What follows belongs to an exercise in optimizing a design on an open flow for small area, a short achievable clock period and few clock cycles per item; a production flow would make more cautious choices.
RTL that was checked went through simulation tests only; none was proved equivalent to the original.

==> flow/design.v (excerpt) <==
module hsv_to_rgb_converter_core (
    input  logic                    clk,
    input  logic                    rst_n,
    input  logic                    pixel_valid,
    output logic                    pixel_ready,
    input  hsv2rgb_pkg::hsv_pixel_t pixel,
    output logic                    color_valid,
    input  logic                    color_ready,
    output hsv2rgb_pkg::rgb_pixel_t color
);
    logic adv;
    logic val1, val2, val3;
    logic [12:0] v0, s0;
    always_comb begin
        s0 = pixel.saturation[12] ? 13'd4096 : pixel.saturation;
        v0 = pixel.brightness[12] ? 13'd4096 : pixel.brightness;
    end
    logic [6:0]  sone0, stwo0, sneg0;
    logic [14:0] sx0;
    always_comb begin
        sx0 = {1'b0, s0, 1'b0};
        for (int k = 0; k < 7; k++) begin
            sone0[k] = sx0[2*k+1] ^ sx0[2*k];
            stwo0[k] = (~sx0[2*k+2] & sx0[2*k+1] & sx0[2*k]) | (sx0[2*k+2] & ~sx0[2*k+1] & ~sx0[2*k]);
            sneg0[k] = sx0[2*k+2] & ~(sx0[2*k+1] & sx0[2*k]);
        end
    end
    logic [12:0] v1, h1;
  ...
Size: roughly 160 flip-flops, about 69 I/O pins, ~0.020 mm^2 of cells after synthesis.
export LEC_CHECK = 0
export ABC_CLOCK_PERIOD_IN_PS = 4000
export CAP_MARGIN = 20
export CORE_MARGIN = 2
export CORE_UTILIZATION = 40
export SETUP_SLACK_MARGIN = 3.2
export SLEW_MARGIN = 20
export SYNTH_HIERARCHICAL = 1
export SYNTH_MINIMUM_KEEP_SIZE = 0
create_clock -name core_clock -period 8.0 [get_ports {clk}]
run.sh (not shown) runs the stock make flow with config.mk's settings and CLKGATE_MAP_FILE= SYNTH_SCRIPT=/design/flow/synth_recipe.tcl, a recipe that flattens the netlist after the stock synthesis.
Testbench counts at the start, summed over its fixed seeds: cycles 16,024, items 16,000.
Edit:
Settings changed: ABC_CLOCK_PERIOD_IN_PS 4000 to default, TNS_END_PERCENT from default to 30.
The new run completed without violations.
Setup slack loses 0.073 ns.
Register-to-register slack is worse by 0.07 ns.
Cell area shrinks slightly.
Edit:
Settings changed: SETUP_SLACK_MARGIN 3.2 to 3.4, TNS_END_PERCENT 30 to default.
The changed run finished with timing, DRC and antenna clean.
Design area grows by 4.5%.
Maximum frequency stays flat.
Routed wire length goes up by 2.3%.
Worst hold slack gains 0.026 ns.
Via count increases by about 2%.
Edit:
Settings changed: SETUP_SLACK_MARGIN 3.4 to 3.0.
The new run finished with timing, DRC and antenna clean.
Final area drops by 4.6%.
Setup slack loses 0.072 ns.
Sequential share of layout area went up by 0.91 points.
Hold slack gets worse by 0.048 ns.
Clock-buffer cell count decreases by 1.

---

Another version of the RTL of hsv_to_rgb_converter_core (not shown whole).
Size in the first run: ~1,900 cells after synthesis, roughly 160 flip-flops, about 69 I/O pins, about 20,000 µm² of cells after synthesis.
clock: 8.0 ns
lec_check: 0
cap_margin: 20
core_margin: 2
core_utilization: 40
cts_buf_list: sky130_fd_sc_hd__clkbuf_4 sky130_fd_sc_hd__clkbuf_8
setup_slack_margin: 3.2
slew_margin: 20
synth_hierarchical: 1
synth_minimum_keep_size: 0
The baseline completed with no timing, DRC or antenna violations.
Testbench counts at the start, summed over its fixed seeds: cycles 16,024, items 16,000.
==> next run, changes <==
- CORE_UTILIZATION: 40 -> 55
- CTS_BUF_LIST: sky130_fd_sc_hd__clkbuf_4 sky130_fd_sc_hd__clkbuf_8 -> not set
- PLACE_DENSITY: not set -> 0.75
Effect: Synthesized area does not change. Wire length shrinks by 1.2%. Die area shrinks by 27%. Via count grows by 1.9%.
==> next run, changes <==
- ABC_CLOCK_PERIOD_IN_PS: not set -> 4000
- CORE_UTILIZATION: 55 -> 40
- PLACE_DENSITY: 0.75 -> not set
The changed run went through all stages and came out clean. Via count shrinks by a few percent. Clock-buffer cell count grows by 2. Cell count grows by a little under a tenth. Global-route usage is lower by 7.6 points. Area after synthesis stays the same. Core utilization is lower by 17 points. Worst setup slack gets better by 140 ps.
==> next run, changes <==
- CAP_MARGIN: 20 -> 5
- CORE_UTILIZATION: 40 -> 60
- SLEW_MARGIN: 20 -> 5
Effect: Clock-buffer cell count goes up by 2. Wire length drops by 2.6%. Worst setup slack loses 11 ps. Register-to-register slack stays flat.

---

== try-onyx ==
Another version of the RTL of hsv_to_rgb_converter_core (not shown whole).
Size in the first run: roughly 170 flip-flops, roughly 0.021 mm^2 of cells after synthesis.
export LEC_CHECK = 0
export ABC_CLOCK_PERIOD_IN_PS = 4000
export CAP_MARGIN = 20
export CORE_MARGIN = 2
export CORE_UTILIZATION = 40
export SETUP_SLACK_MARGIN = 3.5
export SLEW_MARGIN = 20
export SYNTH_HIERARCHICAL = 1
export SYNTH_MINIMUM_KEEP_SIZE = 0
create_clock -name core_clock -period 8.0 [get_ports {clk}]
try-onyx: all stages complete, timing, DRC and antenna checks passed
Testbench counts of try-onyx, summed over its fixed seeds: cycles 16,032, items 16,000.
Inputs modified between try-onyx and try-garnet:
# try-onyx
export LEC_CHECK = 0
export ABC_CLOCK_PERIOD_IN_PS = 4000
export CAP_MARGIN = 20
export CORE_MARGIN = 2
export CORE_UTILIZATION = 40
export SETUP_SLACK_MARGIN = 3.5
export SLEW_MARGIN = 20
export SYNTH_HIERARCHICAL = 1
export SYNTH_MINIMUM_KEEP_SIZE = 0
create_clock -name core_clock -period 8.0 [get_ports {clk}]
# try-garnet
export LEC_CHECK = 0
export ABC_CLOCK_PERIOD_IN_PS = 4000
export CAP_MARGIN = 20
export CORE_MARGIN = 2
export CORE_UTILIZATION = 60
export SETUP_SLACK_MARGIN = 2.5
export SLEW_MARGIN = 20
export SYNTH_HIERARCHICAL = 1
export SYNTH_MINIMUM_KEEP_SIZE = 0
create_clock -name core_clock -period 8.0 [get_ports {clk}]
==> summary.txt <==
try-garnet against try-onyx: maximum frequency down 0.0037 GHz.
Changes in try-maple relative to try-garnet:
# try-garnet
export LEC_CHECK = 0
export ABC_CLOCK_PERIOD_IN_PS = 4000
export CAP_MARGIN = 20
export CORE_MARGIN = 2
export CORE_UTILIZATION = 60
export SETUP_SLACK_MARGIN = 2.5
export SLEW_MARGIN = 20
export SYNTH_HIERARCHICAL = 1
export SYNTH_MINIMUM_KEEP_SIZE = 0
create_clock -name core_clock -period 8.0 [get_ports {clk}]
# try-maple
export LEC_CHECK = 0
export ABC_CLOCK_PERIOD_IN_PS = 4000
export CAP_MARGIN = 20
export CORE_MARGIN = 2
export CORE_UTILIZATION = 40
export SETUP_SLACK_MARGIN = 2.5
export SLEW_MARGIN = 20
export SYNTH_HIERARCHICAL = 1
export SYNTH_MINIMUM_KEEP_SIZE = 0
create_clock -name core_clock -period 8.0 [get_ports {clk}]
try-garnet → try-maple: global routing usage on met1 decreased 14 points; largest net degree at the start of global routing dropped 17; cell count grew by 242.
Going from try-garnet to try-maple, logic depth of the worst register-to-register path grew by 2, global-route usage over all layers shrank by 10 points.
try-maple vs. try-garnet: sequential share of layout area fell by 0.34 points, overall die area rose by 49%, non-clock buffer total of the final layout rose by 17.
Here is what was changed in the inputs of try-juniper compared with try-maple.
# try-maple
export LEC_CHECK = 0
export ABC_CLOCK_PERIOD_IN_PS = 4000
export CAP_MARGIN = 20
export CORE_MARGIN = 2
export CORE_UTILIZATION = 40
export SETUP_SLACK_MARGIN = 2.5
export SLEW_MARGIN = 20
export SYNTH_HIERARCHICAL = 1
export SYNTH_MINIMUM_KEEP_SIZE = 0
create_clock -name core_clock -period 8.0 [get_ports {clk}]
# try-juniper
export LEC_CHECK = 0
export CAP_MARGIN = 20
export CORE_MARGIN = 2
export CORE_UTILIZATION = 40
export SLEW_MARGIN = 20
export SYNTH_HIERARCHICAL = 1
export SYNTH_MINIMUM_KEEP_SIZE = 0
create_clock -name core_clock -period 8.0 [get_ports {clk}]
Findings:
- Utilization try-maple -> try-juniper: down
- [try-juniper] detailed route wirelength on metal3 fell 12% relative to try-maple
- The standard cells in try-juniper occupy less silicon area than those in try-maple do.
- When try-juniper is set beside try-maple, its met1 global-route usage turns out to be 1.0 points smaller.
- Number of library cell types mapped by synthesis came out exactly the same in try-maple and try-juniper.
- try-juniper against try-maple; non-clock buffer count is down by more than half.
- What try-juniper reported for DRC marker count from the first detailed-route iteration has to be multiplied by 1.2 to get the figure for try-maple.

---

## v6
Another version of the RTL of hsv_to_rgb_converter_core (not shown whole).
Size: about 2100 cells after synthesis, roughly 180 flip-flops, roughly 69 I/O pins, ~22000 µm² of cells after synthesis.
// hsv_to_rgb_converter_core
module hsv_to_rgb_converter_core (
    input  logic                    clk,
    input  logic                    rst_n,
    input  logic                    pixel_valid,
    output logic                    pixel_ready,
    input  hsv2rgb_pkg::hsv_pixel_t pixel,
    output logic                    color_valid,
    input  logic                    color_ready,
    output hsv2rgb_pkg::rgb_pixel_t color
);
clock: 8.0 ns
lec_check: 0
abc_clock_period_in_ps: 4000
cap_margin: 20
core_margin: 2
core_utilization: 40
setup_slack_margin: 2.5
slew_margin: 20
synth_hierarchical: 1
synth_minimum_keep_size: 0
Modified inputs, v7 compared to v6
Settings: SETUP_SLACK_MARGIN now 3.2, was 2.5.
==> summary.txt <==
Status | v7 and v6 | clean
Post-CTS setup-driven buffer insertion count in v7 is 127 higher than in v6
The setup slack of v7 is larger than that of v6.
As far as number of buffers inserted by port buffering goes, v6 and v7 are indistinguishable; the numbers are identical.
Worst hold slack essentially unchanged between v6 and v7.
Taking v6 as the reference point, the shortest clock period the worst path allows after layout of v7 falls by 0.41 ns.
No run of this note included a check of the RTL's function; only the layout flow was run.

[afterwards: timing with drivers on the ports]
In the flow no input, the clock included, has a driving cell. The finished layouts below were timed again as built, in two steps. Step 1, drivers: a clkbuf_16 drives clk and a buf_2 each remaining input, both assumed. Step 2 also shifts input and output timing later by t, the mid clock arrival at the registers, as if the neighbouring blocks saw the same clock. a / b / c = ideal ports / drivers / drivers and shift; a / b = the first two.
| run | t, ns | setup WS [ns] | worst hold slack (ns) | worst setup path at the end | latest minus earliest clock arrival (ns) |
|---|---|---|---|---|---|
| the first run of note 1 | 0.533 | 3.063 / 3.063 / 3.063 | 0.467 / 0.467 / 0.467 | register to register | 0.016 / 0.016 |
| the second run of note 1 | 0.538 | 2.990 / 2.990 / 2.990 | 0.440 / 0.440 / 0.440 | register to register | 0.020 / 0.021 |
| the third run of note 1 | 0.538 | 2.977 / 2.977 / 2.977 | 0.466 / 0.466 / 0.466 | register to register | 0.013 / 0.013 |
| the fourth run of note 1 | 0.509 | 2.904 / 2.904 / 2.904 | 0.418 / 0.418 / 0.418 | register to register | 0.016 / 0.016 |
| the first run of note 2 | 0.603 | 3.075 / 3.025 / 3.174 | 0.470 / 0.470 / 0.470 | register to register | 0.021 / 0.021 |
| the second run of note 2 | 0.510 | 3.031 / 3.031 / 3.031 | 0.471 / 0.471 / 0.471 | register to register | 0.014 / 0.014 |
| the third run of note 2 | 0.528 | 3.175 / 3.124 / 3.176 | 0.465 / 0.465 / 0.465 | register to register | 0.013 / 0.013 |
| the fourth run of note 2 | 0.510 | 3.164 / 3.139 / 3.164 | 0.475 / 0.475 / 0.475 | register to register | 0.018 / 0.017 |
| try-onyx | 0.542 | 2.771 / 2.771 / 2.771 | 0.415 / 0.415 / 0.415 | register to register | 0.013 / 0.013 |
| try-garnet | 0.514 | 2.666 / 2.666 / 2.579 | 0.419 / 0.419 / 0.419 | input to register | 0.013 / 0.013 |
| try-maple | 0.544 | 2.682 / 2.682 / 2.654 | 0.418 / 0.418 / 0.418 | input to register | 0.013 / 0.013 |
| try-juniper | 0.543 | 1.911 / 1.911 / 1.911 | 0.418 / 0.418 / 0.418 | register to register | 0.024 / 0.024 |
| v6 | 0.552 | 2.709 / 2.709 / 2.664 | 0.422 / 0.422 / 0.422 | input to register | 0.013 / 0.014 |
| v7 | 0.543 | 3.119 / 3.119 / 2.975 | 0.422 / 0.422 / 0.422 | input to register | 0.013 / 0.012 |
After both steps every run listed still meets setup and hold. The setup slack of v7, which loses most, moves by 0.000 ns with the drivers and by -0.144 ns with both steps.
